What follows belongs to an exercise in optimizing a design on an open flow for small area, a short achievable clock period and few clock cycles per item; a production flow would make more cautious choices.

Setup of job 7497:
## gcd_multilane
module gcd_multilane #(
    parameter int width_p = 32,
    parameter int els_p   = 4
) (
    input  logic                       clk_i,
    input  logic                       reset_i,
    input  logic [2*width_p-1:0]       data_i,
    input  logic                       v_i,
    output logic                       ready_o,
    output logic [width_p-1:0]         data_o,
    output logic                       v_o,
    input  logic                       yumi_i,
    output logic [$clog2(els_p+1)-1:0] count_o
);
Size in the first run: roughly 1000 cells after synthesis, ~72 flip-flops, ~110 I/O pins, about 0.0077 sq mm of cells after synthesis.
==> module gcd_multilane, before the edit <==
module gcd_multilane #(
    parameter int width_p = 32,
    parameter int els_p   = 4
) (
    input  logic                       clk_i,
    input  logic                       reset_i,
    input  logic [2*width_p-1:0]       data_i,
    input  logic                       v_i,
    output logic                       ready_o,
    output logic [width_p-1:0]         data_o,
    output logic                       v_o,
    input  logic                       yumi_i,
    output logic [$clog2(els_p+1)-1:0] count_o
);
    localparam int sh_w   = $clog2(width_p);
    localparam int max_sh = 7;
    function automatic logic [sh_w:0] ctz(input logic [width_p-1:0] x);
        logic [width_p-1:0]           v;
        logic [width_p-1:0][sh_w-1:0] c;
        for (int i = 0; i < width_p; i++) begin
            v[i] = x[i];
            c[i] = '0;
        end
        for (int l = 0; l < sh_w; l++) begin
            for (int i = 0; i < (width_p >> (l + 1)); i++) begin
                c[i] = v[2*i] ? c[2*i] : (c[2*i+1] | sh_w'(1 << l));
                v[i] = v[2*i] | v[2*i+1];
            end
        end
        ctz = {!v[0], c[0]};
    endfunction
    logic                busy_q;
    logic                first_q;    
    logic                fin_q;      
    logic [width_p-1:0]  a_q, b_q;
    logic [sh_w-1:0]     k_q;        
    logic                accept, retire, eq, found, k_zero, shift_a;
    assign eq      = (a_q == b_q);
    assign found   = eq && (a_q[0] || (a_q == '0));
    assign k_zero  = (k_q == '0);
    assign shift_a = busy_q && !k_zero && (fin_q || found);
    assign ready_o = !reset_i && !busy_q;
    assign v_o     = busy_q && k_zero && (fin_q || found);
    assign data_o  = a_q;
    assign count_o = {{($clog2(els_p+1)-1){1'b0}}, busy_q};
    assign accept  = v_i && ready_o;
    assign retire  = yumi_i && v_o;
    logic [width_p-1:0]  g, p, gg, pp, g2, p2;
    logic [width_p-1:0]  diff, below, absd, a_step, b_step;
    logic                neg, z_ab;
    logic [sh_w-1:0]     k_new;
    logic [max_sh:0]     x_lo;
    logic [2:0]          sh;
    always_comb begin
        g  = a_q & ~b_q;
        p  = ~(a_q ^ b_q);
        gg = g;
        pp = p;
        gg[0] = g[0] | p[0];      
        for (int l = 1; l < width_p; l = l * 2) begin
            g2 = gg;
            p2 = pp;
            for (int i = 0; i < width_p; i++) begin
                if ((i / l) % 2 == 1) begin
                    g2[i] = gg[i] | (pp[i] & gg[(i / l) * l - 1]);
                    p2[i] = pp[i] & pp[(i / l) * l - 1];
                end
            end
            gg = g2;
            pp = p2;
        end
        diff[0]  = ~p[0];
        below[0] = 1'b0;
        for (int i = 1; i < width_p; i++) begin
            diff[i]  = p[i] ^ gg[i-1];
            below[i] = ~pp[i-1];
        end
        neg  = ~gg[width_p-1];
        absd = diff ^ ({width_p{neg}} & below);
        x_lo   = ~p[max_sh:0];
        sh     = 3'(ctz({{(width_p-max_sh-1){1'b0}}, x_lo}));
        b_step = absd >> sh;
        if (!a_q[0])         a_step = b_q;
        else if (!b_q[0])    a_step = a_q;
        else if (neg)        a_step = a_q;
        else                 a_step = b_q;
        {z_ab, k_new} = ctz(a_q | b_q);
    end
    always_ff @(posedge clk_i) begin
        if (reset_i) begin
            busy_q <= 1'b0;
        end else if (accept) begin
            busy_q <= 1'b1;
        end else if (retire) begin
            busy_q <= 1'b0;
        end
    end
    always_ff @(posedge clk_i) begin
        if (accept) begin
            a_q     <= data_i[width_p-1:0];
            b_q     <= data_i[2*width_p-1:width_p];
            first_q <= 1'b1;
            fin_q   <= 1'b0;
            k_q     <= '0;
        end else begin
            if (shift_a) begin
                a_q <= a_q << 1;
            end else if (!(fin_q || found)) begin
                a_q <= a_step;
            end
            b_q     <= b_step;
            first_q <= 1'b0;
            fin_q   <= fin_q || found;
            if (first_q && !found) begin
                k_q <= z_ab ? '0 : k_new;
            end else if (shift_a) begin
                k_q <= k_q - 1'b1;
            end
        end
    end
endmodule
make LEC_CHECK=0 CAP_MARGIN=20 CORE_MARGIN=2 CORE_UTILIZATION=40 SETUP_SLACK_MARGIN=4.3 SLEW_MARGIN=20 finish   # period 8.0 ns
run.sh (not shown) runs the stock make flow with config.mk's settings and CLKGATE_MAP_FILE= SYNTH_SCRIPT=/design/flow/synth_recipe.tcl, a recipe that flattens the netlist after the stock synthesis.
The final layout from job 7497, which completed every stage, passed the timing, DRC and antenna checks at the end of the flow.
Modified inputs, job 6881 compared to job 7497
--- a/flow/design.v
+++ b/flow/design.v
@@ -36,4 +36,5 @@
     logic [sh_w-1:0]     k_q;        
     logic                accept, retire, eq, found, k_zero, shift_a;
+    logic                v_fin, v_eq;
     assign eq      = (a_q == b_q);
     assign found   = eq && (a_q[0] || (a_q == '0));
@@ -41,5 +42,7 @@
     assign shift_a = busy_q && !k_zero && (fin_q || found);
     assign ready_o = !reset_i && !busy_q;
-    assign v_o     = busy_q && k_zero && (fin_q || found);
+    assign v_fin   = busy_q && k_zero && fin_q;
+    assign v_eq    = busy_q && k_zero && (a_q[0] || (a_q == '0));
+    assign v_o     = v_fin || (v_eq && eq);
     assign data_o  = a_q;
     assign count_o = {{($clog2(els_p+1)-1){1'b0}}, busy_q};
==> results.txt <==
- Looking at clock-buffer cell count, job 6881 sits above job 7497.
- Job 6881 -> job 7497: worst-skew pair later-pin latency flat
- Job 7497 → job 6881: worst setup slack climbed 0.069 ns, share of synthesized area spent on multiplexers now smaller.
- Diff job 7497 -> job 6881: net count reported at finish moved up; area of all placed cells without fillers saw an increase.
No run of this note included a check of the RTL's function; only the layout flow was run.

========
Setup of run a:
The RTL this note starts from:
==> flow/design.v <==
module gcd_multilane #(
    parameter int width_p = 32,
    parameter int els_p   = 4
) (
    input  logic                       clk_i,
    input  logic                       reset_i,
    input  logic [2*width_p-1:0]       data_i,
    input  logic                       v_i,
    output logic                       ready_o,
    output logic [width_p-1:0]         data_o,
    output logic                       v_o,
    input  logic                       yumi_i,
    output logic [$clog2(els_p+1)-1:0] count_o
);
    localparam int sh_w   = $clog2(width_p);
    localparam int max_sh = 7;
    function automatic logic [sh_w-1:0] ctz(input logic [width_p-1:0] x);
        logic [width_p-1:0]           v;
        logic [width_p-1:0][sh_w-1:0] c;
        for (int i = 0; i < width_p; i++) begin
            v[i] = x[i];
            c[i] = '0;
        end
        for (int l = 0; l < sh_w; l++) begin
            for (int i = 0; i < (width_p >> (l + 1)); i++) begin
                c[i] = v[2*i] ? c[2*i] : (c[2*i+1] | sh_w'(1 << l));
                v[i] = v[2*i] | v[2*i+1];
            end
        end
        ctz = c[0];
    endfunction
    logic                busy_q;
    logic [width_p-1:0]  a_q, d_q;
    logic [2:0]          s_q;
    logic [sh_w-1:0]     k_q;
    logic                na_q;       
    logic                nb_q;       
    logic [width_p-1:0]  b;
    logic                accept, retire, done, eq;
    assign b       = d_q >> s_q;
    assign done    = eq || (a_q == '0) || (d_q == '0);
    assign ready_o = !reset_i && !busy_q;
    assign v_o     = busy_q && done;
    assign data_o  = a_q | b;
    assign count_o = {{($clog2(els_p+1)-1){1'b0}}, busy_q};
    assign accept  = v_i && ready_o;
    assign retire  = yumi_i && v_o;
    logic [width_p-1:0]  op_a, op_b;
    logic [sh_w-1:0]     tz_a, tz_b;
    assign op_a = data_i[width_p-1:0];
    assign op_b = data_i[2*width_p-1:width_p];
    assign tz_a = ctz(op_a);
    assign tz_b = ctz(op_b);
    logic [width_p-1:0]  g, p, gg, pp, g2, p2;
    logic [width_p-1:0]  diff, below, absd, a_step;
    logic                neg;
    logic [sh_w-1:0]     tz_x;
    logic [2:0]          sh;
    logic                sh_over;
    always_comb begin
        g  = a_q & ~b;
        p  = ~(a_q ^ b);
        gg = g;
        pp = p;
        gg[0] = g[0] | p[0];      
        for (int l = 1; l < width_p; l = l * 2) begin
            g2 = gg;
            p2 = pp;
            for (int i = 0; i < width_p; i++) begin
                if ((i / l) % 2 == 1) begin
                    g2[i] = gg[i] | (pp[i] & gg[(i / l) * l - 1]);
                    p2[i] = pp[i] & pp[(i / l) * l - 1];
                end
            end
            gg = g2;
            pp = p2;
        end
        diff[0]  = ~p[0];
        below[0] = 1'b0;
        for (int i = 1; i < width_p; i++) begin
            diff[i]  = p[i] ^ gg[i-1];
            below[i] = ~pp[i-1];
        end
        neg  = ~gg[width_p-1];
        eq   = pp[width_p-1];
        absd = diff ^ ({width_p{neg}} & below);
        tz_x    = ctz(~p);
        sh_over = ({1'b0, tz_x} >= {1'b0, k_q} + 6'd8);
        sh      = sh_over ? 3'(max_sh) : (tz_x[2:0] - k_q[2:0]);
        if (na_q)            a_step = b;
        else if (nb_q)       a_step = a_q;
        else if (neg)        a_step = a_q;
        else                 a_step = b;
    end
    always_ff @(posedge clk_i) begin
        if (reset_i) begin
            busy_q <= 1'b0;
        end else if (accept) begin
            busy_q <= 1'b1;
        end else if (retire) begin
            busy_q <= 1'b0;
        end
    end
    always_ff @(posedge clk_i) begin
        if (accept) begin
            a_q  <= op_a;
            d_q  <= op_b;
            s_q  <= '0;
            k_q  <= (tz_a < tz_b) ? tz_a : tz_b;
            na_q <= (tz_a > tz_b);
            nb_q <= (tz_b > tz_a);
        end else begin
            a_q  <= a_step;
            d_q  <= absd;
            s_q  <= sh;
            na_q <= 1'b0;
            nb_q <= sh_over;
        end
    end
endmodule
Settings: LEC_CHECK=0, CAP_MARGIN=20, CORE_MARGIN=2, CORE_UTILIZATION=40, SETUP_SLACK_MARGIN=4.3, SLEW_MARGIN=20; clock period 8.0 ns.
Run a ended with every stage complete and zero timing, DRC or antenna violations.
The following lists how run b was set up differently from run a:
--- a/flow/design.v
+++ b/flow/design.v
@@ -33,16 +33,17 @@
     logic [width_p-1:0]  a_q, d_q;
     logic [2:0]          s_q;
     logic [sh_w-1:0]     k_q;
     logic                na_q;       
     logic                nb_q;       
+    logic                done_q;     
     logic [width_p-1:0]  b;
     logic                accept, retire, done, eq;
     assign b       = d_q >> s_q;
     assign done    = eq || (a_q == '0) || (d_q == '0);
     assign ready_o = !reset_i && !busy_q;
-    assign v_o     = busy_q && done;
+    assign v_o     = busy_q && done_q;
     assign data_o  = a_q | b;
     assign count_o = {{($clog2(els_p+1)-1){1'b0}}, busy_q};
     assign accept  = v_i && ready_o;
     assign retire  = yumi_i && v_o;
     logic [width_p-1:0]  op_a, op_b;
@@ -107,11 +108,13 @@
             d_q  <= op_b;
             s_q  <= '0;
             k_q  <= (tz_a < tz_b) ? tz_a : tz_b;
             na_q <= (tz_a > tz_b);
             nb_q <= (tz_b > tz_a);
+            done_q <= 1'b0;
         end else begin
+            done_q <= done_q || done;
             a_q  <= a_step;
             d_q  <= absd;
             s_q  <= sh;
             na_q <= 1'b0;
             nb_q <= sh_over;
Findings:
- Run a vs run b, category of the most critical setup path: flip-flop to primary output vs flip-flop to flip-flop
- For number of global-route vias before repair, run b and run a come out practically identical.
- Run b -> run a: area of the die flat
- Run b vs run a: total number of sequential cells up slightly
- Looking at met2 layer wire length in the routed design, run b sits 84 um below run a.
No run of this note included a check of the RTL's function; only the layout flow was run.

==> separate check: timing with driven ports <==
The results above use ideal ports. As a check the final layouts listed here were re-extracted and re-timed, cells and wires unchanged.
Step 1, drivers: a clkbuf_16 drives clk_i and a buf_2 each remaining input, both assumed.
Step 2, shift: input delay + t, output delay - t, t = (earliest + latest rising clock arrival at the registers) / 2. This alone moves slack from input paths to output paths.
Slacks: no drivers / after step 1 / after step 2; pairs: no drivers / after step 1.
| run | shift t [ns] | setup WS [ns] | worst setup path after step 2 | cell pins on the clock port's net |
|---|---|---|---|---|
| job 7497 | 0.400 | 3.670 / 3.624 / 3.918 | register to register | 1 |
| job 6881 | 0.390 | 3.740 / 3.695 / 3.998 | register to register | 1 |
| run a | 0.395 | 2.943 / 2.899 / 3.075 | register to register | 1 |
| run b | 0.405 | 3.551 / 3.551 / 3.551 | register to register | 1 |
After both steps every run listed still meets setup and hold.
